This design comes from an exercise in tuning for a short achievable clock period and few clock cycles on the open sky130 flow, not from production work.
Only simulation tests tie the RTL to the original design; equivalence was not proved.

[flow/run.sh]
#!/bin/bash
# synth_recipe.tcl (not shown) runs the flow's synth.tcl, then flattens the netlist and writes it again
# the make line also repeats each setting of config.mk as NAME=value (left out here)
make -C /OpenROAD-flow-scripts/flow DESIGN_CONFIG=/design/flow/config.mk WORK_HOME=/design/flow/orfs CLKGATE_MAP_FILE= SYNTH_SCRIPT=/design/flow/synth_recipe.tcl finish
[flow/config.mk]
export PLATFORM = sky130hd
export DESIGN_NAME = proc_top
export DESIGN_NICKNAME = proc_top
export VERILOG_FILES = /design/flow/design.v
export SDC_FILE = /design/flow/constraint.sdc
export NUM_CORES = 4
export LEC_CHECK = 0
export CAP_MARGIN = 20
export CORE_MARGIN = 2
export CORE_UTILIZATION = 40
export SLEW_MARGIN = 20
[flow/constraint.sdc]
create_clock -name core_clock -period 10.0 [get_ports {clock}]
set_input_delay 2.0000 -clock core_clock [delete_from_list [all_inputs] [get_ports {clock}]]
set_output_delay 2.0000 -clock core_clock [all_outputs]
set_load 0.01 [all_outputs]
[flow/design.v]
`timescale 1ns/1ns
`default_nettype none
package proc_pkg;
    typedef logic [32-1:0]  word_t;
    typedef logic [5-1:0] reg_idx_t;
    typedef struct packed {
        logic [4:0]  opcode;     
        logic [4:0]  alu_op;     
        logic [4:0]  shamt;
        reg_idx_t    ra;         
        logic        ra_used;
        reg_idx_t    rb;         
        logic        rb_used;
        reg_idx_t    rd;         
        logic        rd_we;      
        word_t       imm;        
        logic [26:0] target;     
    } inst_dec_t;
    typedef struct packed {
        logic      valid;
        word_t     pc;
        inst_dec_t dec;
        word_t     res;          
        word_t     sdata;        
    } stage_t;
    typedef enum logic [1:0] {
        BYP_RF  = 2'd0,
        BYP_MEM = 2'd1,          
        BYP_WB  = 2'd2           
    } byp_src_e;
    typedef struct packed {
        byp_src_e a;
        byp_src_e b;
    } byp_sel_t;
    typedef struct packed {
        logic  cyc;
        logic  stb;
        logic  we;
        word_t adr;
        word_t dat;
    } wb_req_t;
    typedef struct packed {
        logic  ack;
        word_t dat;
    } wb_rsp_t;
    typedef struct packed {
        logic     we;
        reg_idx_t idx;
        word_t    data;
    } wr_port_t;
endpackage
`default_nettype wire
`timescale 1ns/1ns
`default_nettype none
module alu (
    input  logic [32-1:0] op_a,
    input  logic [32-1:0] op_b,
    input  logic [4:0]            alu_op,
    input  logic [4:0]            shamt,
    output logic [32-1:0] result,
    output logic                  not_equal,
    output logic                  less_than
);
    always_comb begin
        case (alu_op)
            5'b00001: result = op_a - op_b;
            5'b00010: result = op_a & op_b;
            5'b00011:  result = op_a | op_b;
            5'b00100: result = op_a << shamt;
            5'b00101: result = $signed(op_a) >>> shamt;    
            default:       result = op_a + op_b;                
        endcase
    end
    assign not_equal = op_a != op_b;
    assign less_than = $signed(op_a) < $signed(op_b);
endmodule
`default_nettype wire
`timescale 1ns/1ns
`default_nettype none
module regfile (
    input  logic     clock,
    input  logic     rst,
    input  proc_pkg::reg_idx_t rd_idx_a,
    input  proc_pkg::reg_idx_t rd_idx_b,
    output proc_pkg::word_t    rd_data_a,
    output proc_pkg::word_t    rd_data_b,
    input  proc_pkg::wr_port_t wr
);
    proc_pkg::word_t regs [0:(1 << 5)-1];
    always_ff @(posedge clock) begin
        if (!rst && wr.we && wr.idx != '0) begin
            regs[wr.idx] <= wr.data;
        end
    end
    assign rd_data_a = (rd_idx_a == '0) ? '0 :
                       (wr.we && wr.idx == rd_idx_a) ? wr.data : regs[rd_idx_a];
    assign rd_data_b = (rd_idx_b == '0) ? '0 :
                       (wr.we && wr.idx == rd_idx_b) ? wr.data : regs[rd_idx_b];
endmodule
`default_nettype wire
`timescale 1ns/1ns
`default_nettype none
module fetch_unit (
    input  logic                  clock,
    input  logic                  rst,
    input  logic                  hold,             
    input  logic                  redirect_taken,
    input  logic [32-1:0] redirect_pc,
    output logic [32-1:0] imem_addr,
    input  logic [32-1:0] imem_data,
    output logic                  fd_valid,
    output logic [32-1:0] fd_pc,
    output logic [32-1:0] fd_word
);
    logic [32-1:0] pc;
    assign imem_addr = pc;    
    always_ff @(posedge clock) begin
        if (rst) begin
            pc <= '0;
        end else if (redirect_taken) begin
            pc <= redirect_pc;            
        end else if (!hold) begin
            pc <= pc + 1'b1;              
        end
    end
    always_ff @(posedge clock) begin
        if (rst) begin
            fd_valid <= 1'b0;
        end else if (redirect_taken) begin
            fd_valid <= 1'b0;             
        end else if (!hold) begin
            fd_valid <= 1'b1;
            fd_pc    <= pc;
            fd_word  <= imem_data;
        end
    end
endmodule
`default_nettype wire
`timescale 1ns/1ns
`default_nettype none
module hazard_unit (
    input  proc_pkg::inst_dec_t fd_dec,
    input  logic      fd_valid,
    input  proc_pkg::stage_t    dx,
    input  proc_pkg::stage_t    xm,
    input  proc_pkg::wr_port_t  wr,
    output logic      load_stall,
    output proc_pkg::byp_sel_t  byp_sel
);
    logic dx_is_load;
    logic mem_fwd;
    assign dx_is_load = dx.valid && dx.dec.opcode == 5'b01000 && dx.dec.rd_we;
    assign load_stall = dx_is_load && fd_valid &&
                        ((fd_dec.ra_used && fd_dec.ra == dx.dec.rd) ||
                         (fd_dec.rb_used && fd_dec.rb == dx.dec.rd));
    assign mem_fwd = xm.valid && xm.dec.rd_we && xm.dec.opcode != 5'b01000;
    always_comb begin
        byp_sel.a = proc_pkg::BYP_RF;
        if (dx.dec.ra_used && dx.dec.ra != '0) begin
            if (mem_fwd && xm.dec.rd == dx.dec.ra) begin
                byp_sel.a = proc_pkg::BYP_MEM;
            end else if (wr.we && wr.idx == dx.dec.ra) begin
                byp_sel.a = proc_pkg::BYP_WB;
            end
        end
        byp_sel.b = proc_pkg::BYP_RF;
        if (dx.dec.rb_used && dx.dec.rb != '0) begin
            if (mem_fwd && xm.dec.rd == dx.dec.rb) begin
                byp_sel.b = proc_pkg::BYP_MEM;
            end else if (wr.we && wr.idx == dx.dec.rb) begin
                byp_sel.b = proc_pkg::BYP_WB;
            end
        end
    end
endmodule
`default_nettype wire
`timescale 1ns/1ns
`default_nettype none
module execute_unit (
    input  logic      clock,
    input  logic      rst,
    input  logic      hold,             
    input  logic      fd_valid,
    input  proc_pkg::word_t     fd_pc,
    input  proc_pkg::word_t     fd_word,
    output proc_pkg::reg_idx_t  rd_idx_a,
    output proc_pkg::reg_idx_t  rd_idx_b,
    input  proc_pkg::word_t     rd_data_a,
    input  proc_pkg::word_t     rd_data_b,
    output proc_pkg::inst_dec_t fd_dec,
    input  logic      load_stall,
    input  proc_pkg::byp_sel_t  byp_sel,
    input  proc_pkg::wr_port_t  wr,
    output proc_pkg::stage_t    dx,
    output proc_pkg::stage_t    xm,
    output logic      redirect_taken,
    output proc_pkg::word_t     redirect_pc
);
    logic [4:0] f_opc;
    proc_pkg::reg_idx_t   f_rd;
    proc_pkg::reg_idx_t   f_rs;
    proc_pkg::reg_idx_t   f_rt;
    logic       f_br;
    logic [4:0] x_opc;
    logic       x_rtype;
    logic       x_br;
    proc_pkg::word_t      byp_a;
    proc_pkg::word_t      byp_b;
    proc_pkg::word_t      op_a;
    proc_pkg::word_t      op_b;
    logic [4:0] alu_op;
    proc_pkg::word_t      alu_res;
    logic       not_equal;
    logic       less_than;
    logic       taken;
    assign f_opc = fd_word[31:27];
    assign f_rd  = fd_word[26:22];
    assign f_rs  = fd_word[21:17];
    assign f_rt  = fd_word[16:12];
    assign f_br  = (f_opc == 5'b00010) || (f_opc == 5'b00110);
    always_comb begin
        fd_dec         = '0;
        fd_dec.opcode  = f_opc;
        fd_dec.alu_op  = fd_word[6:2];
        fd_dec.shamt   = fd_word[11:7];
        fd_dec.imm     = {{(32-17){fd_word[16]}}, fd_word[16:0]};
        fd_dec.target  = fd_word[26:0];
        fd_dec.ra      = (f_br || f_opc == 5'b00100) ? f_rd : f_rs;    
        fd_dec.rb      = f_br ? f_rs : (f_opc == 5'b00000) ? f_rt : f_rd;
        fd_dec.ra_used = (f_opc == 5'b00000) || (f_opc == 5'b00101) ||
                         (f_opc == 5'b01000) || (f_opc == 5'b00111) ||
                         (f_opc == 5'b00010) || (f_opc == 5'b00110) ||
                         (f_opc == 5'b00100);
        fd_dec.rb_used = (f_opc == 5'b00000) || (f_opc == 5'b00111) ||
                         (f_opc == 5'b00010) || (f_opc == 5'b00110);
        fd_dec.rd      = (f_opc == 5'b00011) ? 5'd31 : f_rd;
        fd_dec.rd_we   = ((f_opc == 5'b00000) || (f_opc == 5'b00101) ||
                          (f_opc == 5'b01000) || (f_opc == 5'b00011)) && fd_dec.rd != '0;
    end
    assign rd_idx_a = fd_dec.ra;
    assign rd_idx_b = fd_dec.rb;
    always_ff @(posedge clock) begin
        if (rst) begin
            dx.valid <= 1'b0;
        end else if (!hold) begin
            dx.valid <= fd_valid && !load_stall && !redirect_taken;    
            dx.pc    <= fd_pc;
            dx.dec   <= fd_dec;
            dx.res   <= rd_data_a;    
            dx.sdata <= rd_data_b;    
        end
    end
    assign x_opc   = dx.dec.opcode;
    assign x_rtype = x_opc == 5'b00000;
    assign x_br    = (x_opc == 5'b00010) || (x_opc == 5'b00110);
    always_comb begin
        case (byp_sel.a)
            proc_pkg::BYP_MEM: byp_a = xm.res;
            proc_pkg::BYP_WB:  byp_a = wr.data;
            default: byp_a = dx.res;
        endcase
        case (byp_sel.b)
            proc_pkg::BYP_MEM: byp_b = xm.res;
            proc_pkg::BYP_WB:  byp_b = wr.data;
            default: byp_b = dx.sdata;
        endcase
    end
    assign op_a   = (x_opc == 5'b00011) ? dx.pc : byp_a;             
    assign op_b   = (x_rtype || x_br) ? byp_b :
                    (x_opc == 5'b00011) ? 32'(1) : dx.dec.imm;
    assign alu_op = x_rtype ? dx.dec.alu_op : 5'b00000;             
    alu u_alu (
        .op_a      (op_a),
        .op_b      (op_b),
        .alu_op    (alu_op),
        .shamt     (dx.dec.shamt),
        .result    (alu_res),
        .not_equal (not_equal),
        .less_than (less_than)
    );
    always_comb begin
        case (x_opc)
            5'b00010: taken = not_equal;
            5'b00110: taken = less_than;    
            5'b00001, 5'b00011, 5'b00100: taken = 1'b1;
            default: taken = 1'b0;
        endcase
        case (x_opc)
            5'b00001, 5'b00011: redirect_pc = {{(32-27){1'b0}}, dx.dec.target};
            5'b00100: redirect_pc = byp_a;
            default: redirect_pc = dx.pc + 1'b1 + dx.dec.imm;
        endcase
    end
    assign redirect_taken = dx.valid && taken && !hold;
    always_ff @(posedge clock) begin
        if (rst) begin
            xm.valid <= 1'b0;
        end else if (!hold) begin
            xm.valid <= dx.valid;
            xm.pc    <= dx.pc;
            xm.dec   <= dx.dec;
            xm.res   <= alu_res;
            xm.sdata <= byp_b;        
        end
    end
endmodule
`default_nettype wire
`timescale 1ns/1ns
`default_nettype none
module mem_wb_unit (
    input  logic     clock,
    input  logic     rst,
    input  proc_pkg::stage_t   xm,
    output proc_pkg::wb_req_t  dmem_req,
    input  proc_pkg::wb_rsp_t  dmem_rsp,
    output logic     mem_busy,
    output proc_pkg::wr_port_t wr
);
    logic   is_mem;
    logic   is_sw;
    proc_pkg::word_t  st_data;
    proc_pkg::stage_t mw;
    proc_pkg::word_t  ld_q;
    assign is_mem = xm.valid &&
                    (xm.dec.opcode == 5'b01000 || xm.dec.opcode == 5'b00111);
    assign is_sw  = xm.dec.opcode == 5'b00111;
    assign st_data = (wr.we && wr.idx == xm.dec.rb) ? wr.data : xm.sdata;
    always_comb begin
        dmem_req.cyc = is_mem;
        dmem_req.stb = is_mem;
        dmem_req.we  = is_mem && is_sw;
        dmem_req.adr = xm.res;
        dmem_req.dat = st_data;
    end
    assign mem_busy = is_mem && !dmem_rsp.ack;    
    always_ff @(posedge clock) begin
        if (rst) begin
            mw.valid <= 1'b0;
        end else if (!mem_busy) begin
            mw <= xm;
        end
    end
    always_ff @(posedge clock) begin
        if (is_mem && !is_sw && dmem_rsp.ack) begin
            ld_q <= dmem_rsp.dat;
        end
    end
    always_comb begin
        wr.we   = mw.valid && mw.dec.rd_we;
        wr.idx  = mw.dec.rd;
        wr.data = (mw.dec.opcode == 5'b01000) ? ld_q : mw.res;    
    end
endmodule
`default_nettype wire
`timescale 1ns/1ns
`default_nettype none
module proc_top (
    input  logic                  clock,
    input  logic                  rst,
    output logic [32-1:0] imem_addr,    
    input  logic [32-1:0] imem_data,
    output logic                  dmem_cyc,
    output logic                  dmem_stb,
    output logic                  dmem_we,
    output logic [32-1:0] dmem_adr,
    output logic [32-1:0] dmem_dat_w,
    input  logic                  dmem_ack,
    input  logic [32-1:0] dmem_dat_r
);
    proc_pkg::wb_req_t  dmem_req;
    proc_pkg::wb_rsp_t  dmem_rsp;
    assign dmem_cyc     = dmem_req.cyc;
    assign dmem_stb     = dmem_req.stb;
    assign dmem_we      = dmem_req.we;
    assign dmem_adr     = dmem_req.adr;
    assign dmem_dat_w   = dmem_req.dat;
    assign dmem_rsp.ack = dmem_ack;
    assign dmem_rsp.dat = dmem_dat_r;
    logic      fd_valid;
    proc_pkg::word_t     fd_pc;
    proc_pkg::word_t     fd_word;
    proc_pkg::inst_dec_t fd_dec;
    proc_pkg::reg_idx_t  rd_idx_a;
    proc_pkg::reg_idx_t  rd_idx_b;
    proc_pkg::word_t     rd_data_a;
    proc_pkg::word_t     rd_data_b;
    proc_pkg::stage_t    dx;
    proc_pkg::stage_t    xm;
    proc_pkg::wr_port_t  wr;
    proc_pkg::byp_sel_t  byp_sel;
    logic      load_stall;
    logic      mem_busy;
    logic      fetch_hold;
    logic      redirect_taken;
    proc_pkg::word_t     redirect_pc;
    assign fetch_hold = load_stall | mem_busy;    
    fetch_unit u_fetch (
        .clock          (clock),
        .rst            (rst),
        .hold           (fetch_hold),
        .redirect_taken (redirect_taken),
        .redirect_pc    (redirect_pc),
        .imem_addr      (imem_addr),
        .imem_data      (imem_data),
        .fd_valid       (fd_valid),
        .fd_pc          (fd_pc),
        .fd_word        (fd_word)
    );
    regfile u_regfile (
        .clock     (clock),
        .rst       (rst),
        .rd_idx_a  (rd_idx_a),
        .rd_idx_b  (rd_idx_b),
        .rd_data_a (rd_data_a),
        .rd_data_b (rd_data_b),
        .wr        (wr)
    );
    execute_unit u_execute (
        .clock          (clock),
        .rst            (rst),
        .hold           (mem_busy),
        .fd_valid       (fd_valid),
        .fd_pc          (fd_pc),
        .fd_word        (fd_word),
        .rd_idx_a       (rd_idx_a),
        .rd_idx_b       (rd_idx_b),
        .rd_data_a      (rd_data_a),
        .rd_data_b      (rd_data_b),
        .fd_dec         (fd_dec),
        .load_stall     (load_stall),
        .byp_sel        (byp_sel),
        .wr             (wr),
        .dx             (dx),
        .xm             (xm),
        .redirect_taken (redirect_taken),
        .redirect_pc    (redirect_pc)
    );
    hazard_unit u_hazard (
        .fd_dec     (fd_dec),
        .fd_valid   (fd_valid),
        .dx         (dx),
        .xm         (xm),
        .wr         (wr),
        .load_stall (load_stall),
        .byp_sel    (byp_sel)
    );
    mem_wb_unit u_mem_wb (
        .clock    (clock),
        .rst      (rst),
        .xm       (xm),
        .dmem_req (dmem_req),
        .dmem_rsp (dmem_rsp),
        .mem_busy (mem_busy),
        .wr       (wr)
    );
endmodule
`default_nettype wire
==> results.txt <==
[layout make-up]
type                       count  area share [%]
timing repair buffer         344            3.63
multi-input combinational   4438            37.5
clock inverter                87            1.09
clock buffer                 201            4.86
sequential                  1425            48.6
tap                         2526            3.62
antenna                        6          0.0172
inverter                     170           0.751
[final timing paths]
check / start / end / slack (ns) / cells past startpoint
setup / recovery: u_execute.xm[152] / u_fetch.fd_word[20] / 1.16 / 20
hold / removal: u_fetch.fd_pc[11] / u_execute.dx[167] / 0.41 / 0
setup reg to reg: u_execute.xm[152] / u_fetch.fd_word[20] / 1.16 / 20
hold reg to reg: u_fetch.fd_pc[11] / u_execute.dx[167] / 0.41 / 0
[power groups by stage]
| stage | sequential [W] | combinational (W) | clock [W] |
|---|---|---|---|
| after floorplan | 0.00708 | 0.00178 | 0 |
| after global placement | 0.00724 | 0.00290 | 0 |
| after detailed placement | 0.00723 | 0.00290 | 0 |
| after CTS | 0.00711 | 0.00291 | 0.00597 |
| after global routing | 0.00712 | 0.00311 | 0.00619 |
| final | 0.00712 | 0.00298 | 0.00590 |
[cells by family after synthesis]
kind of cell / synth area share (%)
AO/OA/AOI/OAI: 12.5
XOR/XNOR: 0.903
adder cells (fa/ha/maj): 2.22
buffers and inverters: 3.81
flip-flops: 54.7
multiplexers: 13.4
other: 0.00484
AND/OR/NAND/NOR: 12.5
[per-stage QoR]
step                area, µm²  setup WS (ns)
global placement        82100           1.43
global route            87300          0.887
floorplan               77700          0.120
CTS                     87300           1.51
detailed placement      82100           1.54
finish                  87300           1.16
[critical path: stages, from the launching register on]
cell      delay [ns]
edfxtp_1        0.40
nor4b_1         0.51
nand2b_1        0.12
nand3_1         0.15
nor4_1          0.09
nor4_1          0.55
ha_2            0.63
buf_4           0.52
a21oi_1         0.07
o21ai_0         0.10
o22ai_1         0.24
o21ai_1         0.75
ha_1            0.51
or3_1           0.48
or4_1           0.54
o31ai_1         0.66
a221o_1         0.32
o41a_1          0.54
nand2_1         0.61
nor2_4          0.26
buf_12          0.35
[registers in the layout, indices dropped and copies added, names as in the netlist]
name / flops
u_fetch.fd_word: 32
u_fetch.fd_valid: 1
u_execute.dx: 147
u_fetch.fd_pc: 32
u_fetch.pc: 32
u_mem_wb.ld_q: 32
u_execute.xm: 81
u_mem_wb.mw: 44
u_regfile.regs: 1024
[synth_stat cells (all sizes together) (23+ instances only)]
master   count  share of area (%)
edfxtp    1389                 54
nand2     1033                5.0
nand3      412                2.7
a21oi      362                2.3
mux4       324                9.4
clkbuf     306                1.5
nor2       266                1.3
o21ai      266                1.7
mux2i      218                2.8
buf        217                1.5
a211oi     182                1.8
inv        168               0.81
ha         133                2.1
a311oi     111                1.3
nor2b       87               0.70
and3        81               0.65
mux2        81                1.2
xnor2       57               0.64
a22oi       52               0.50
nor3        51               0.35
a31oi       48               0.40
nand2b      43               0.35
a21o        40               0.39
o211ai      40               0.39
dfxtp       36               0.93
o22ai       34               0.27
a2111oi     30               0.34
o221ai      29               0.33
nor4        28               0.23
a221oi      27               0.30
nand4       27               0.22
and2        23               0.19
o31ai       23               0.22
xor2        23               0.26
[routing by layer]
metal | global-route usage, % | vias up | share of wire [%]
met5 | 0 | - | 0.034
met4 | 17.5 | 16 | 6.5
met3 | 6.31 | 795 | 9.8
met2 | 48.3 | 3652 | 46
met1 | 39.9 | 30201 | 38
li1 | - | 25186 | -
==> flow_metrics.env <==
export IMPL_period_needed_ns=8.84
export IMPL_drive_gt1_share_pct=13.9
export IMPL_die_height_um=444
export IMPL_fp_dieArea_mm2=0.197
export IMPL_hold_worst_slack_ns=0.407
export IMPL_dp_hpwl_um=202000
export IMPL_ys_async_sr_fraction_pct=0
export IMPL_cts_buffers=160
export IMPL_root_buffer="clkbuf_16"
export IMPL_worstMarginPinSlew_ns=1.12
export IMPL_layout_commonest_cell="edfxtp_1"
export IMPL_synth_area_per_cell_um2=11.9
export IMPL_grt_pass1_wl_um=434000
export IMPL_hold_viol=0
export IMPL_clk_path_buf_depth=3
export IMPL_grt_max_degree=151
export IMPL_seq_area_frac_synth_pct=54.7
export IMPL_final_util_pct=45.4
export IMPL_crit_path_max_fanout=64
export IMPL_p_total_w=0.0160
export IMPL_wl_per_cell_um=33.9
export IMPL_die_w_um=444
export IMPL_drv_cap=0
export IMPL_synth_distinct_cells=102
export IMPL_via_count=59850
export IMPL_port_buffer_count=165
export IMPL_final_nets=6742
export IMPL_grt_overflow=0
export IMPL_finalSetupViolations=0
export IMPL_holdBufCountCts=0
export IMPL_path_class="flip-flop to flip-flop"
export IMPL_cts_resized=0
export IMPL_internal_power_w=0.0112
export IMPL_drc=0
export IMPL_fin_crit_sh_pct=88.4
export IMPL_rsz0062_at_grt="false"
export IMPL_finalNonFillerCells=9197
export IMPL_cp_required_ns=10.46
export IMPL_mostFrequentLayoutCells="1389 x edfxtp_1, 1032 x nand2_1, 408 x nand3_1, 361 x a21oi_1, 324 x mux4_2"
export IMPL_num_fill_cells=17503
export IMPL_skew_ns=0.0582
export IMPL_synth_ff_type="edfxtp_1"
export IMPL_multi_input_area_mm2=0.0327
export IMPL_start_util_pct=40.3
export IMPL_outcome="finished clean"
export IMPL_core_rowCount=161
export IMPL_timing_setup_tns_ns=0
export IMPL_slew_headroom_pct=25.1
export IMPL_cts_setup_buffers=0
export IMPL_gp_congestion=0.979
export IMPL_drtAntennaViolNets=0
export IMPL_cp_arrival_ns=9.30
export IMPL_netlist_area_mm2=0.0776
export IMPL_clk_latency_ns=0.83
export IMPL_grt_pass1_vias=56785
export IMPL_coreArea_mm2=0.193
export IMPL_antenna_found_initial=17
export IMPL_start_kind="flip-flop"
export IMPL_hp_class="flip-flop to flip-flop"
export IMPL_ir_drop_mv=0.188
export IMPL_yosys_warnings=6
export IMPL_syn_to_final_growth_pct=12.6
export IMPL_drv_slew=0
export IMPL_ios=166
export IMPL_cts_sinks=1425
export IMPL_p_leak_nw=29.9
export IMPL_switching_power_w=0.00477
export IMPL_vias_per_cell=6.51
export IMPL_drt_iter0_drc=8135
export IMPL_power_frac_seq_pct=44.5
export IMPL_seq_area_mm2=0.0424
export IMPL_tritoncts="done"
export IMPL_routed_wl_um=312000
export IMPL_dp_cells=8903
export IMPL_p_comb_share_pct=18.6
export IMPL_drt_pass1_iter_count=8
export IMPL_synth_edf_count=1389
export IMPL_clockPowerShare_pct=36.9
export IMPL_grt_usage_pct=30.8
export IMPL_synthCells=6525
export IMPL_switching_share_pct=29.8
export IMPL_htree_levels=4
export IMPL_yosys_register_bits=1425
export IMPL_fmax_mhz=113
export IMPL_endpoint_kind="flip-flop"
export IMPL_power_density_mw_per_mm2=183
export IMPL_clkTransAtPathRegs_ns=0.06
Testbench counts, summed over its fixed seeds: cycles 209,402.

[afterwards: timing with drivers on the ports]
The flow's constraints put no driver on any port. The routed layout listed below was extracted and timed again, unchanged, in two steps. Step 1 sets driving cells, clkbuf_16 on the clock port and buf_2 on the other inputs (assumed; they add their load-dependent delay and slew). Step 2 moves the port delays by t, midway between the first and last clock arrival at a register: inputs arrive t later, outputs are due t later. That takes back most of the time a late clock gives input paths. a / b / c = ideal / step 1 / step 2; a / b = the first two.
t, ns: 0.888
setup WS [ns]: 1.160 / 1.160 / 1.160
worst setup path at the end: register to register
worst register clock-pin slew, ns: 0.07 / 0.07
After both steps setup and hold are still met in this run. The setup slack of this run moves by 0.000 ns with the drivers and by 0.000 ns with both steps.
